Background: an optimization exercise with open tools, aiming at small area and a short achievable clock period. Do not read the settings as production practice.
The RTL was checked by simulation tests, not by an equivalence proof against the original design.

==> violet: inputs <==
// branch_predictor
module branch_predictor #(
    parameter int unsigned INDEX_W = 6,
    parameter int unsigned TAG_W   = 8
) (
    input  logic        clk_i,
    input  logic        rst_i,
    input  logic [31:0] pc_f_i,
    output logic        pred_taken_o,
    output logic [31:0] pred_pc_o,
    input  logic        ex_valid_i,
    input  logic        ex_is_br_i,
    input  logic [31:0] ex_pc_i,
    input  logic [31:0] ex_target_i,
    input  logic [2:0]  ex_funct3_i,
    input  logic        ex_pred_taken_i,
    input  logic [31:0] ex_pred_pc_i,
    input  logic        br_less_i,
    input  logic        br_equal_i,
    output logic        br_unsigned_o,
    output logic        br_taken_o,
    output logic        mispredict_o,
    output logic [31:0] redirect_pc_o,
    output logic [31:0] br_count_o,
    output logic [31:0] miss_count_o
);
    localparam int unsigned ENTRIES = 1 << INDEX_W;
    logic [ENTRIES-1:0]            valid_q;
    logic [ENTRIES-1:0]            ctr1_q;
    logic [ENTRIES-1:0]            ctr0_q;
    logic [ENTRIES-1:0][TAG_W-1:0] tag_q;
    logic [ENTRIES-1:0][31:0]      target_q;
    logic [31:0]                   br_count_q;
    logic [31:0]                   miss_count_q;
    logic [INDEX_W-1:0] f_idx;
    logic [TAG_W-1:0]   f_tag;
    logic [INDEX_W-1:0] ex_idx;
    logic [TAG_W-1:0]   ex_tag;
    logic               ex_hit;
    logic [1:0]         ex_ctr;
    logic [1:0]         ex_ctr_nx;
    logic               legal;
    logic               outcome;
    logic               res;
    assign f_idx  = pc_f_i[INDEX_W+1:2];
    assign f_tag  = pc_f_i[INDEX_W+TAG_W+1:INDEX_W+2];
    assign ex_idx = ex_pc_i[INDEX_W+1:2];
    assign ex_tag = ex_pc_i[INDEX_W+TAG_W+1:INDEX_W+2];
    logic [ENTRIES-1:0] f_oh;
    logic [ENTRIES-1:0] x_oh;
    logic [31:0]        f_target;
  ...
==> module branch_predictor, before the edit <==
module branch_predictor #(
    parameter int unsigned INDEX_W = 6,
    parameter int unsigned TAG_W   = 8
) (
    input  logic        clk_i,
    input  logic        rst_i,
    input  logic [31:0] pc_f_i,
    output logic        pred_taken_o,
    output logic [31:0] pred_pc_o,
    input  logic        ex_valid_i,
    input  logic        ex_is_br_i,
    input  logic [31:0] ex_pc_i,
    input  logic [31:0] ex_target_i,
    input  logic [2:0]  ex_funct3_i,
    input  logic        ex_pred_taken_i,
    input  logic [31:0] ex_pred_pc_i,
    input  logic        br_less_i,
    input  logic        br_equal_i,
    output logic        br_unsigned_o,
    output logic        br_taken_o,
    output logic        mispredict_o,
    output logic [31:0] redirect_pc_o,
    output logic [31:0] br_count_o,
    output logic [31:0] miss_count_o
);
    localparam int unsigned ENTRIES = 1 << INDEX_W;
    logic [ENTRIES-1:0]            valid_q;
    logic [ENTRIES-1:0]            ctr1_q;
    logic [ENTRIES-1:0]            ctr0_q;
    logic [ENTRIES-1:0][TAG_W-1:0] tag_q;
    logic [ENTRIES-1:0][31:0]      target_q;
    logic [31:0]                   br_count_q;
    logic [31:0]                   miss_count_q;
    logic [INDEX_W-1:0] f_idx;
    logic [TAG_W-1:0]   f_tag;
    logic [INDEX_W-1:0] ex_idx;
    logic [TAG_W-1:0]   ex_tag;
    logic               ex_hit;
    logic [1:0]         ex_ctr;
    logic [1:0]         ex_ctr_nx;
    logic               legal;
    logic               outcome;
    logic               res;
    assign f_idx  = pc_f_i[INDEX_W+1:2];
    assign f_tag  = pc_f_i[INDEX_W+TAG_W+1:INDEX_W+2];
    assign ex_idx = ex_pc_i[INDEX_W+1:2];
    assign ex_tag = ex_pc_i[INDEX_W+TAG_W+1:INDEX_W+2];
    logic [ENTRIES-1:0] f_oh;
    logic [ENTRIES-1:0] x_oh;
    logic [31:0]        f_target;
    logic [TAG_W-1:0]   f_tagr;
    logic               f_ctr1;
    logic [TAG_W-1:0]   x_tagr;
    logic               x_valid;
    logic [1:0]         x_ctr;
    always_comb begin
        f_target = '0;
        f_tagr   = '0;
        f_ctr1   = 1'b0;
        x_tagr   = '0;
        x_valid  = 1'b0;
        x_ctr    = '0;
        for (int i = 0; i < int'(ENTRIES); i++) begin
            f_oh[i]  = (f_idx == INDEX_W'(i));
            x_oh[i]  = (ex_idx == INDEX_W'(i));
            f_target = f_target | (target_q[i] & {32{f_oh[i]}});
            f_tagr   = f_tagr | (tag_q[i] & {TAG_W{f_oh[i]}});
            f_ctr1   = f_ctr1 | (ctr1_q[i] & f_oh[i]);
            x_tagr   = x_tagr | (tag_q[i] & {TAG_W{x_oh[i]}});
            x_valid  = x_valid | (valid_q[i] & x_oh[i]);
            x_ctr    = x_ctr | ({ctr1_q[i], ctr0_q[i]} & {2{x_oh[i]}});
        end
    end
    assign pred_taken_o = f_ctr1 && (f_tagr == f_tag);
    assign pred_pc_o    = pred_taken_o ? f_target : pc_f_i + 32'd4;
    assign br_unsigned_o = ex_funct3_i[1];
    always_comb begin
        legal   = 1'b1;
        outcome = 1'b0;
        case (ex_funct3_i)
            3'b000:         outcome = br_equal_i;
            3'b001:         outcome = ~br_equal_i;
            3'b100, 3'b110: outcome = br_less_i;
            3'b101, 3'b111: outcome = ~br_less_i;
            default:        legal   = 1'b0;
        endcase
    end
    assign res           = ex_valid_i && ex_is_br_i && legal;
    assign br_taken_o    = res && outcome;
    assign mispredict_o  = res && ((br_taken_o != ex_pred_taken_i) ||
                                   (br_taken_o && (ex_pred_pc_i != ex_target_i)));
    assign redirect_pc_o = br_taken_o ? ex_target_i : ex_pc_i + 32'd4;
    assign ex_hit = x_valid && (x_tagr == ex_tag);
    assign ex_ctr = x_ctr;
    always_comb begin
        if (!ex_hit)              ex_ctr_nx = 2'b10;
        else if (br_taken_o)      ex_ctr_nx = (ex_ctr == 2'b11) ? 2'b11 : ex_ctr + 2'd1;
        else                      ex_ctr_nx = (ex_ctr == 2'b00) ? 2'b00 : ex_ctr - 2'd1;
    end
    for (genvar i = 0; i < int'(ENTRIES); i++) begin : g_ent
        logic sel;
        assign sel = res && x_oh[i];
        always_ff @(posedge clk_i or posedge rst_i) begin
            if (rst_i) begin
                valid_q[i] <= 1'b0;
                ctr1_q[i]  <= 1'b0;
            end else if (sel && (br_taken_o || ex_hit)) begin
                valid_q[i] <= 1'b1;
                ctr1_q[i]  <= ex_ctr_nx[1];
            end
        end
        always_ff @(posedge clk_i) begin
            if (sel && (br_taken_o || ex_hit)) begin
                ctr0_q[i] <= ex_ctr_nx[0];
            end
            if (sel && br_taken_o) begin
                tag_q[i]    <= ex_tag;
                target_q[i] <= ex_target_i;
            end
        end
    end
    always_ff @(posedge clk_i or posedge rst_i) begin
        if (rst_i) begin
            br_count_q   <= '0;
            miss_count_q <= '0;
        end else begin
            if (res) begin
                br_count_q <= br_count_q + 32'd1;
            end
            if (mispredict_o) begin
                miss_count_q <= miss_count_q + 32'd1;
            end
        end
    end
    assign br_count_o   = br_count_q;
    assign miss_count_o = miss_count_q;
endmodule
Settings: LEC_CHECK=0, CAP_MARGIN=20, CORE_MARGIN=2, CORE_UTILIZATION=45, SETUP_SLACK_MARGIN=4.0, SLEW_MARGIN=20; clock period 10.0 ns.
run.sh (not shown) runs the stock make flow with config.mk's settings and CLKGATE_MAP_FILE= SYNTH_SCRIPT=/design/flow/synth_recipe.tcl, a recipe that flattens the netlist after the stock synthesis.
==> maple (differences from violet) <==
--- a/flow/design.v
+++ b/flow/design.v
@@ -47,32 +47,31 @@
     assign ex_tag = ex_pc_i[INDEX_W+TAG_W+1:INDEX_W+2];
     logic [ENTRIES-1:0] f_oh;
     logic [ENTRIES-1:0] x_oh;
+    logic [ENTRIES-1:0] f_hit;
     logic [31:0]        f_target;
-    logic [TAG_W-1:0]   f_tagr;
-    logic               f_ctr1;
+    logic               f_take;
     logic [TAG_W-1:0]   x_tagr;
     logic               x_valid;
     logic [1:0]         x_ctr;
     always_comb begin
         f_target = '0;
-        f_tagr   = '0;
-        f_ctr1   = 1'b0;
+        f_take   = 1'b0;
         x_tagr   = '0;
         x_valid  = 1'b0;
         x_ctr    = '0;
         for (int i = 0; i < int'(ENTRIES); i++) begin
             f_oh[i]  = (f_idx == INDEX_W'(i));
             x_oh[i]  = (ex_idx == INDEX_W'(i));
-            f_target = f_target | (target_q[i] & {32{f_oh[i]}});
-            f_tagr   = f_tagr | (tag_q[i] & {TAG_W{f_oh[i]}});
-            f_ctr1   = f_ctr1 | (ctr1_q[i] & f_oh[i]);
+            f_hit[i] = f_oh[i] & ctr1_q[i] & (tag_q[i] == f_tag);
+            f_target = f_target | (target_q[i] & {32{f_hit[i]}});
+            f_take   = f_take | f_hit[i];
             x_tagr   = x_tagr | (tag_q[i] & {TAG_W{x_oh[i]}});
             x_valid  = x_valid | (valid_q[i] & x_oh[i]);
             x_ctr    = x_ctr | ({ctr1_q[i], ctr0_q[i]} & {2{x_oh[i]}});
         end
     end
-    assign pred_taken_o = f_ctr1 && (f_tagr == f_tag);
-    assign pred_pc_o    = pred_taken_o ? f_target : pc_f_i + 32'd4;
+    assign pred_taken_o = f_take;
+    assign pred_pc_o    = f_target | ((pc_f_i + 32'd4) & {32{~f_take}});
     assign br_unsigned_o = ex_funct3_i[1];
     always_comb begin
         legal   = 1'b1;
Settings changed: CORE_UTILIZATION 45 to 55, CTS_CLUSTER_DIAMETER from default to 80, CTS_CLUSTER_SIZE from default to 30.
==> comparison <==
- violet completed with no timing, DRC or antenna violations. maple stopped in global routing with GRT-0232.
- Against violet, the area after synthesis of maple is larger by about 0.9%.
- Of violet and maple, violet has the higher synthesized cell count (gap about 1.6%, measured against maple).
==> figures <==
Outcome: violet complete, no violations; maple did not finish
Last stage reached: violet -; maple global routing
Count of unique library cells instantiated by Yosys: violet 79; maple 66
Parity-gate share of the synthesized area counting xor and xnor cells: violet 1.26%; maple 5.20%
Mux contribution to synthesized area: violet 0.656%; maple 0.214%
Placed wire-length estimate after detailed placement: violet 442 mm; maple 390 mm
Final weighted congestion in routability-driven placement: violet 1.14; maple 1.14
Chip width: violet 500 um; maple 455 um
Area share of and/or/nand/nor cells after synthesis: violet 7.84%; maple 6.29%
Yosys top cell area share: violet 71.1%; maple 70.5%
Syn Std Cell Area: violet 111,000 um2; maple 112,000 um2
Syn_nets: violet 7,194; maple 7,084
Maximum buffer depth of the clock tree: violet 4; maple 3
Total of cells resized after clock tree synthesis: violet 632; maple 969
Number of H-tree levels: violet 5; maple 4
Placed standard-cell area: violet 123,000 um2; maple 123,000 um2
Part of the Yosys area used for sequential elements: violet 75.4%; maple 74.8%
Std-Cell Rows: violet 182; maple 165

---

==> exp/indigo <==
RTL: one of the versions met above, not the one the previous note started from.
## branch_predictor
module branch_predictor #(
    parameter int unsigned INDEX_W = 6,
    parameter int unsigned TAG_W   = 8
) (
    input  logic        clk_i,
    input  logic        rst_i,
    input  logic [31:0] pc_f_i,
    output logic        pred_taken_o,
    output logic [31:0] pred_pc_o,
    input  logic        ex_valid_i,
    input  logic        ex_is_br_i,
    input  logic [31:0] ex_pc_i,
    input  logic [31:0] ex_target_i,
    input  logic [2:0]  ex_funct3_i,
    input  logic        ex_pred_taken_i,
    input  logic [31:0] ex_pred_pc_i,
    input  logic        br_less_i,
    input  logic        br_equal_i,
    output logic        br_unsigned_o,
    output logic        br_taken_o,
    output logic        mispredict_o,
    output logic [31:0] redirect_pc_o,
    output logic [31:0] br_count_o,
    output logic [31:0] miss_count_o
);
    localparam int unsigned ENTRIES = 1 << INDEX_W;
    logic [ENTRIES-1:0]            valid_q;
    logic [ENTRIES-1:0]            ctr1_q;
    logic [ENTRIES-1:0]            ctr0_q;
    logic [ENTRIES-1:0][TAG_W-1:0] tag_q;
    logic [ENTRIES-1:0][31:0]      target_q;
    logic [31:0]                   br_count_q;
  ...
==> module branch_predictor, before the edit <==
module branch_predictor #(
    parameter int unsigned INDEX_W = 6,
    parameter int unsigned TAG_W   = 8
) (
    input  logic        clk_i,
    input  logic        rst_i,
    input  logic [31:0] pc_f_i,
    output logic        pred_taken_o,
    output logic [31:0] pred_pc_o,
    input  logic        ex_valid_i,
    input  logic        ex_is_br_i,
    input  logic [31:0] ex_pc_i,
    input  logic [31:0] ex_target_i,
    input  logic [2:0]  ex_funct3_i,
    input  logic        ex_pred_taken_i,
    input  logic [31:0] ex_pred_pc_i,
    input  logic        br_less_i,
    input  logic        br_equal_i,
    output logic        br_unsigned_o,
    output logic        br_taken_o,
    output logic        mispredict_o,
    output logic [31:0] redirect_pc_o,
    output logic [31:0] br_count_o,
    output logic [31:0] miss_count_o
);
    localparam int unsigned ENTRIES = 1 << INDEX_W;
    logic [ENTRIES-1:0]            valid_q;
    logic [ENTRIES-1:0]            ctr1_q;
    logic [ENTRIES-1:0]            ctr0_q;
    logic [ENTRIES-1:0][TAG_W-1:0] tag_q;
    logic [ENTRIES-1:0][31:0]      target_q;
    logic [31:0]                   br_count_q;
    logic [31:0]                   miss_count_q;
    logic [INDEX_W-1:0] f_idx;
    logic [TAG_W-1:0]   f_tag;
    logic [INDEX_W-1:0] ex_idx;
    logic [TAG_W-1:0]   ex_tag;
    logic               ex_hit;
    logic [1:0]         ex_ctr;
    logic [1:0]         ex_ctr_nx;
    logic               legal;
    logic               outcome;
    logic               res;
    assign f_idx  = pc_f_i[INDEX_W+1:2];
    assign f_tag  = pc_f_i[INDEX_W+TAG_W+1:INDEX_W+2];
    assign ex_idx = ex_pc_i[INDEX_W+1:2];
    assign ex_tag = ex_pc_i[INDEX_W+TAG_W+1:INDEX_W+2];
    logic [ENTRIES-1:0] f_oh;
    logic [ENTRIES-1:0] x_oh;
    logic [ENTRIES-1:0] f_hit;
    logic [31:0]        f_target;
    logic               f_take;
    logic [TAG_W-1:0]   x_tagr;
    logic               x_valid;
    logic [1:0]         x_ctr;
    always_comb begin
        f_target = '0;
        f_take   = 1'b0;
        x_tagr   = '0;
        x_valid  = 1'b0;
        x_ctr    = '0;
        for (int i = 0; i < int'(ENTRIES); i++) begin
            f_oh[i]  = (f_idx == INDEX_W'(i));
            x_oh[i]  = (ex_idx == INDEX_W'(i));
            f_hit[i] = f_oh[i] & ctr1_q[i] & (tag_q[i] == f_tag);
            f_target = f_target | (target_q[i] & {32{f_hit[i]}});
            f_take   = f_take | f_hit[i];
            x_tagr   = x_tagr | (tag_q[i] & {TAG_W{x_oh[i]}});
            x_valid  = x_valid | (valid_q[i] & x_oh[i]);
            x_ctr    = x_ctr | ({ctr1_q[i], ctr0_q[i]} & {2{x_oh[i]}});
        end
    end
    assign pred_taken_o = f_take;
    assign pred_pc_o    = f_target | ((pc_f_i + 32'd4) & {32{~f_take}});
    assign br_unsigned_o = ex_funct3_i[1];
    always_comb begin
        legal   = 1'b1;
        outcome = 1'b0;
        case (ex_funct3_i)
            3'b000:         outcome = br_equal_i;
            3'b001:         outcome = ~br_equal_i;
            3'b100, 3'b110: outcome = br_less_i;
            3'b101, 3'b111: outcome = ~br_less_i;
            default:        legal   = 1'b0;
        endcase
    end
    assign res           = ex_valid_i && ex_is_br_i && legal;
    assign br_taken_o    = res && outcome;
    assign mispredict_o  = res && ((br_taken_o != ex_pred_taken_i) ||
                                   (br_taken_o && (ex_pred_pc_i != ex_target_i)));
    assign redirect_pc_o = br_taken_o ? ex_target_i : ex_pc_i + 32'd4;
    assign ex_hit = x_valid && (x_tagr == ex_tag);
    assign ex_ctr = x_ctr;
    always_comb begin
        if (!ex_hit)              ex_ctr_nx = 2'b10;
        else if (br_taken_o)      ex_ctr_nx = (ex_ctr == 2'b11) ? 2'b11 : ex_ctr + 2'd1;
        else                      ex_ctr_nx = (ex_ctr == 2'b00) ? 2'b00 : ex_ctr - 2'd1;
    end
    for (genvar i = 0; i < int'(ENTRIES); i++) begin : g_ent
        logic sel;
        assign sel = res && x_oh[i];
        always_ff @(posedge clk_i or posedge rst_i) begin
            if (rst_i) begin
                valid_q[i] <= 1'b0;
                ctr1_q[i]  <= 1'b0;
            end else if (sel && (br_taken_o || ex_hit)) begin
                valid_q[i] <= 1'b1;
                ctr1_q[i]  <= ex_ctr_nx[1];
            end
        end
        always_ff @(posedge clk_i) begin
            if (sel && (br_taken_o || ex_hit)) begin
                ctr0_q[i] <= ex_ctr_nx[0];
            end
            if (sel && br_taken_o) begin
                tag_q[i]    <= ex_tag;
                target_q[i] <= ex_target_i;
            end
        end
    end
    always_ff @(posedge clk_i or posedge rst_i) begin
        if (rst_i) begin
            br_count_q   <= '0;
            miss_count_q <= '0;
        end else begin
            if (res) begin
                br_count_q <= br_count_q + 32'd1;
            end
            if (mispredict_o) begin
                miss_count_q <= miss_count_q + 32'd1;
            end
        end
    end
    assign br_count_o   = br_count_q;
    assign miss_count_o = miss_count_q;
endmodule
Settings: LEC_CHECK=0, CAP_MARGIN=20, CORE_MARGIN=2, CORE_UTILIZATION=65, CTS_CLUSTER_DIAMETER=80, CTS_CLUSTER_SIZE=30, SETUP_SLACK_MARGIN=4.0, SLEW_MARGIN=20; clock period 10.0 ns.
==> exp/amber: changes against exp/indigo <==
--- a/flow/design.v
+++ b/flow/design.v
@@ -49,28 +49,38 @@
     logic [ENTRIES-1:0] x_oh;
     logic [ENTRIES-1:0] f_hit;
-    logic [31:0]        f_target;
-    logic               f_take;
+    logic [31:0]        f_pcp4;
+    logic [1:0]         f_none;     
+    logic [31:0]        f_tgt_n0;   
+    logic [31:0]        f_tgt_n1;   
+    logic [31:0]        f_pc_n;     
     logic [TAG_W-1:0]   x_tagr;
     logic               x_valid;
     logic [1:0]         x_ctr;
     always_comb begin
-        f_target = '0;
-        f_take   = 1'b0;
-        x_tagr   = '0;
-        x_valid  = 1'b0;
-        x_ctr    = '0;
         for (int i = 0; i < int'(ENTRIES); i++) begin
             f_oh[i]  = (f_idx == INDEX_W'(i));
             x_oh[i]  = (ex_idx == INDEX_W'(i));
-            f_hit[i] = f_oh[i] & ctr1_q[i] & (tag_q[i] == f_tag);
-            f_target = f_target | (target_q[i] & {32{f_hit[i]}});
-            f_take   = f_take | f_hit[i];
-            x_tagr   = x_tagr | (tag_q[i] & {TAG_W{x_oh[i]}});
-            x_valid  = x_valid | (valid_q[i] & x_oh[i]);
-            x_ctr    = x_ctr | ({ctr1_q[i], ctr0_q[i]} & {2{x_oh[i]}});
-        end
-    end
-    assign pred_taken_o = f_take;
-    assign pred_pc_o    = f_target | ((pc_f_i + 32'd4) & {32{~f_take}});
+        end
+    end
+    assign f_pcp4 = pc_f_i + 32'd4;
+    for (genvar i = 0; i < int'(ENTRIES); i++) begin : g_fhit
+        branch_predictor_hit u_hit (.t_i(tag_q[i]), .f_i(f_tag), .s_ni(~(f_oh[i] & ctr1_q[i])),
+                                    .y_o(f_hit[i]));
+    end
+    branch_predictor_ortree u_none0 (.a_i(f_hit[31:0]),  .y_no(f_none[0]));
+    branch_predictor_ortree u_none1 (.a_i(f_hit[63:32]), .y_no(f_none[1]));
+    branch_predictor_nand2  u_take  (.a_i(f_none[0]), .b_i(f_none[1]), .y_o(pred_taken_o));
+    for (genvar j = 0; j < 32; j++) begin : g_pbit
+        logic [63:0] tcol;
+        for (genvar i = 0; i < int'(ENTRIES); i++) begin : g_col
+            assign tcol[i] = target_q[i][j];
+        end
+        branch_predictor_selor u_t0 (.s_i(f_hit[31:0]),  .d_i(tcol[31:0]),  .y_no(f_tgt_n0[j]));
+        branch_predictor_selor u_t1 (.s_i(f_hit[63:32]), .d_i(tcol[63:32]), .y_no(f_tgt_n1[j]));
+        branch_predictor_nand3 u_pc (.a_i(f_pcp4[j]), .b_i(f_none[0]), .c_i(f_none[1]),
+                                     .y_o(f_pc_n[j]));
+        branch_predictor_nand3 u_o  (.a_i(f_tgt_n0[j]), .b_i(f_tgt_n1[j]), .c_i(f_pc_n[j]),
+                                     .y_o(pred_pc_o[j]));
+    end
     assign br_unsigned_o = ex_funct3_i[1];
     always_comb begin
@@ -90,4 +100,22 @@
                                    (br_taken_o && (ex_pred_pc_i != ex_target_i)));
     assign redirect_pc_o = br_taken_o ? ex_target_i : ex_pc_i + 32'd4;
+    logic [TAG_W+2:0] x_rd;
+    logic [ENTRIES-1:0][TAG_W+2:0] x_ent;
+    for (genvar i = 0; i < int'(ENTRIES); i++) begin : g_xent
+        assign x_ent[i] = {ctr1_q[i], ctr0_q[i], tag_q[i], valid_q[i]};
+    end
+    for (genvar b = 0; b < TAG_W + 3; b++) begin : g_xrd
+        logic [63:0] xcol;
+        logic [1:0]  xn;
+        for (genvar i = 0; i < int'(ENTRIES); i++) begin : g_col
+            assign xcol[i] = x_ent[i][b];
+        end
+        branch_predictor_selor u_x0 (.s_i(x_oh[31:0]),  .d_i(xcol[31:0]),  .y_no(xn[0]));
+        branch_predictor_selor u_x1 (.s_i(x_oh[63:32]), .d_i(xcol[63:32]), .y_no(xn[1]));
+        branch_predictor_nand2 u_x  (.a_i(xn[0]), .b_i(xn[1]), .y_o(x_rd[b]));
+    end
+    assign x_valid = x_rd[0];
+    assign x_tagr  = x_rd[TAG_W:1];
+    assign x_ctr   = x_rd[TAG_W+2:TAG_W+1];
     assign ex_hit = x_valid && (x_tagr == ex_tag);
     assign ex_ctr = x_ctr;
@@ -135,2 +163,87 @@
     assign miss_count_o = miss_count_q;
 endmodule
+module branch_predictor_nand2 (input logic a_i, input logic b_i, output logic y_o);
+    assign y_o = ~(a_i & b_i);
+endmodule
+module branch_predictor_nor2 (input logic a_i, input logic b_i, output logic y_o);
+    assign y_o = ~(a_i | b_i);
+endmodule
+module branch_predictor_nand3 (input logic a_i, input logic b_i, input logic c_i,
+                               output logic y_o);
+    assign y_o = ~(a_i & b_i & c_i);
+endmodule
+module branch_predictor_ortree (
+    input  logic [31:0] a_i,
+    output logic        y_no
+);
+    logic [15:0] l1;
+    logic [7:0]  l2;
+    logic [3:0]  l3;
+    logic [1:0]  l4;
+    for (genvar k = 0; k < 16; k++) begin : g_l1
+        branch_predictor_nor2 u (.a_i(a_i[2*k]), .b_i(a_i[2*k+1]), .y_o(l1[k]));
+    end
+    for (genvar k = 0; k < 8; k++) begin : g_l2
+        branch_predictor_nand2 u (.a_i(l1[2*k]), .b_i(l1[2*k+1]), .y_o(l2[k]));
+    end
+    for (genvar k = 0; k < 4; k++) begin : g_l3
+        branch_predictor_nor2 u (.a_i(l2[2*k]), .b_i(l2[2*k+1]), .y_o(l3[k]));
+    end
+    for (genvar k = 0; k < 2; k++) begin : g_l4
+        branch_predictor_nand2 u (.a_i(l3[2*k]), .b_i(l3[2*k+1]), .y_o(l4[k]));
+    end
+    branch_predictor_nor2 u_l5 (.a_i(l4[0]), .b_i(l4[1]), .y_o(y_no));
+endmodule
+module branch_predictor_sel4 (
+    input  logic [3:0] s_i,
+    input  logic [3:0] d_i,
+    output logic       y_o
+);
+    assign y_o = |(s_i & d_i);
+endmodule
+module branch_predictor_selor (
+    input  logic [31:0] s_i,
+    input  logic [31:0] d_i,
+    output logic        y_no
+);
+    logic [7:0]  l2;
+    logic [3:0]  l3;
+    logic [1:0]  l4;
+    for (genvar k = 0; k < 8; k++) begin : g_l2
+        branch_predictor_sel4 u (.s_i(s_i[4*k+3:4*k]), .d_i(d_i[4*k+3:4*k]), .y_o(l2[k]));
+    end
+    for (genvar k = 0; k < 4; k++) begin : g_l3
+        branch_predictor_nor2 u (.a_i(l2[2*k]), .b_i(l2[2*k+1]), .y_o(l3[k]));
+    end
+    for (genvar k = 0; k < 2; k++) begin : g_l4
+        branch_predictor_nand2 u (.a_i(l3[2*k]), .b_i(l3[2*k+1]), .y_o(l4[k]));
+    end
+    branch_predictor_nor2 u_l5 (.a_i(l4[0]), .b_i(l4[1]), .y_o(y_no));
+endmodule
+module branch_predictor_xor2 (input logic a_i, input logic b_i, output logic y_o);
+    assign y_o = a_i ^ b_i;
+endmodule
+module branch_predictor_nor3 (input logic a_i, input logic b_i, input logic c_i,
+                              output logic y_o);
+    assign y_o = ~(a_i | b_i | c_i);
+endmodule
+module branch_predictor_hit (
+    input  logic [7:0] t_i,
+    input  logic [7:0] f_i,
+    input  logic       s_ni,
+    output logic       y_o
+);
+    logic [7:0] x;
+    logic [3:0] e;
+    logic [1:0] m;
+    for (genvar k = 0; k < 8; k++) begin : g_x
+        branch_predictor_xor2 u (.a_i(t_i[k]), .b_i(f_i[k]), .y_o(x[k]));
+    end
+    for (genvar k = 0; k < 4; k++) begin : g_e
+        branch_predictor_nor2 u (.a_i(x[2*k]), .b_i(x[2*k+1]), .y_o(e[k]));
+    end
+    for (genvar k = 0; k < 2; k++) begin : g_m
+        branch_predictor_nand2 u (.a_i(e[2*k]), .b_i(e[2*k+1]), .y_o(m[k]));
+    end
+    branch_predictor_nor3 u_y (.a_i(m[0]), .b_i(m[1]), .c_i(s_ni), .y_o(y_o));
+endmodule
--- a/flow/config.mk
+++ b/flow/config.mk
@@ -8,7 +8,9 @@
 export CAP_MARGIN = 20
 export CORE_MARGIN = 2
-export CORE_UTILIZATION = 65
+export CORE_UTILIZATION = 45
 export CTS_CLUSTER_DIAMETER = 80
 export CTS_CLUSTER_SIZE = 30
 export SETUP_SLACK_MARGIN = 4.0
 export SLEW_MARGIN = 20
+export SYNTH_HIERARCHICAL = 1
+export TNS_END_PERCENT = 0
==> impl_metrics.py <==
metrics = {
    "run_status": {
        "haltStage": "global routing",
        "stop_error": "[ERROR GRT-0116] Global routing finished with congestion. Check the congestion regions in the DRC Viewer.",
        "status": "stopped before the end",
    },
    "grt": {
        "grt_overflow": 4,
        "gr-usage-met3": 0.623,
        "grt_max_degree": 128,
        "met1_usage": 0.747,
        "grt_pass1_vias": 87800,
    },
    "yosys": {
        "synthTopCellsByCount": "2,624 x edfxtp_1, 592 x xnor2_1, 517 x a22o_1, 513 x a221oi_1, 312 x nand4_1",
        "synth_fa_ha_area_frac": 0.00130,
    },
}
Source of the figures above: exp/indigo

==> impl_metrics.py <==
metrics = {
    "yosys": {
        "postSynthAreaPerCell_um2": 14.8,
        "synth_fa_ha_area_frac": 0.00121,
        "synth_mux_area_frac": 0.000200,
        "synthTopCellsByCount": "2,624 x edfxtp_1, 1,376 x a22oi_1, 1,113 x nand2_1, 843 x nor2_1, 559 x xor2_1",
    },
    "grt": {
        "met1_usage": 0.404,
        "gr-usage-met3": 0.0468,
        "grt_pass1_vias": 68700,
        "grt_overflow": 0,
        "grt_max_degree": 162,
    },
    "clock_network": {
        "clock_path_buffers": 3,
        "tritoncts": "yes",
    },
    "run_status": {
        "status": "no timing/DRC/antenna violations",
    },
    "die": {
        "tap_cells": 3330,
    },
    "critical_path": {
        "start_kind": "input port",
    },
}
Source of the figures above: exp/amber

[static timing again, ports no longer ideal]
How much do the figures lean on ideal ports? The routed layouts below were timed once more, with nothing changed but the port constraints. Step 1, drivers: a clkbuf_16 drives clk_i and a buf_2 each remaining input, both assumed. Step 2 times the ports against the registers' clock, not the clock port: input delays grow and output delays shrink by t, the midpoint of the rising clock arrivals with the driver on. Three values: ideal ports, drivers, drivers and shift; two values: the first two.
| run | shift t [ns] | setup WS [ns] | slew at the worst register clock pin (ns) | worst data-port slew with drivers (ns) |
|---|---|---|---|---|
| violet | 1.052 | 1.973 / 1.905 / 1.905 | 0.07 / 0.07 | 0.30 |
| exp/amber | 0.911 | 3.559 / 3.207 / 2.781 | 0.12 / 0.12 | 0.41 |
After both steps every run listed still meets setup and hold. For exp/amber, which loses most, drivers alone change the setup slack by -0.352 ns; drivers and shift together by -0.778 ns.
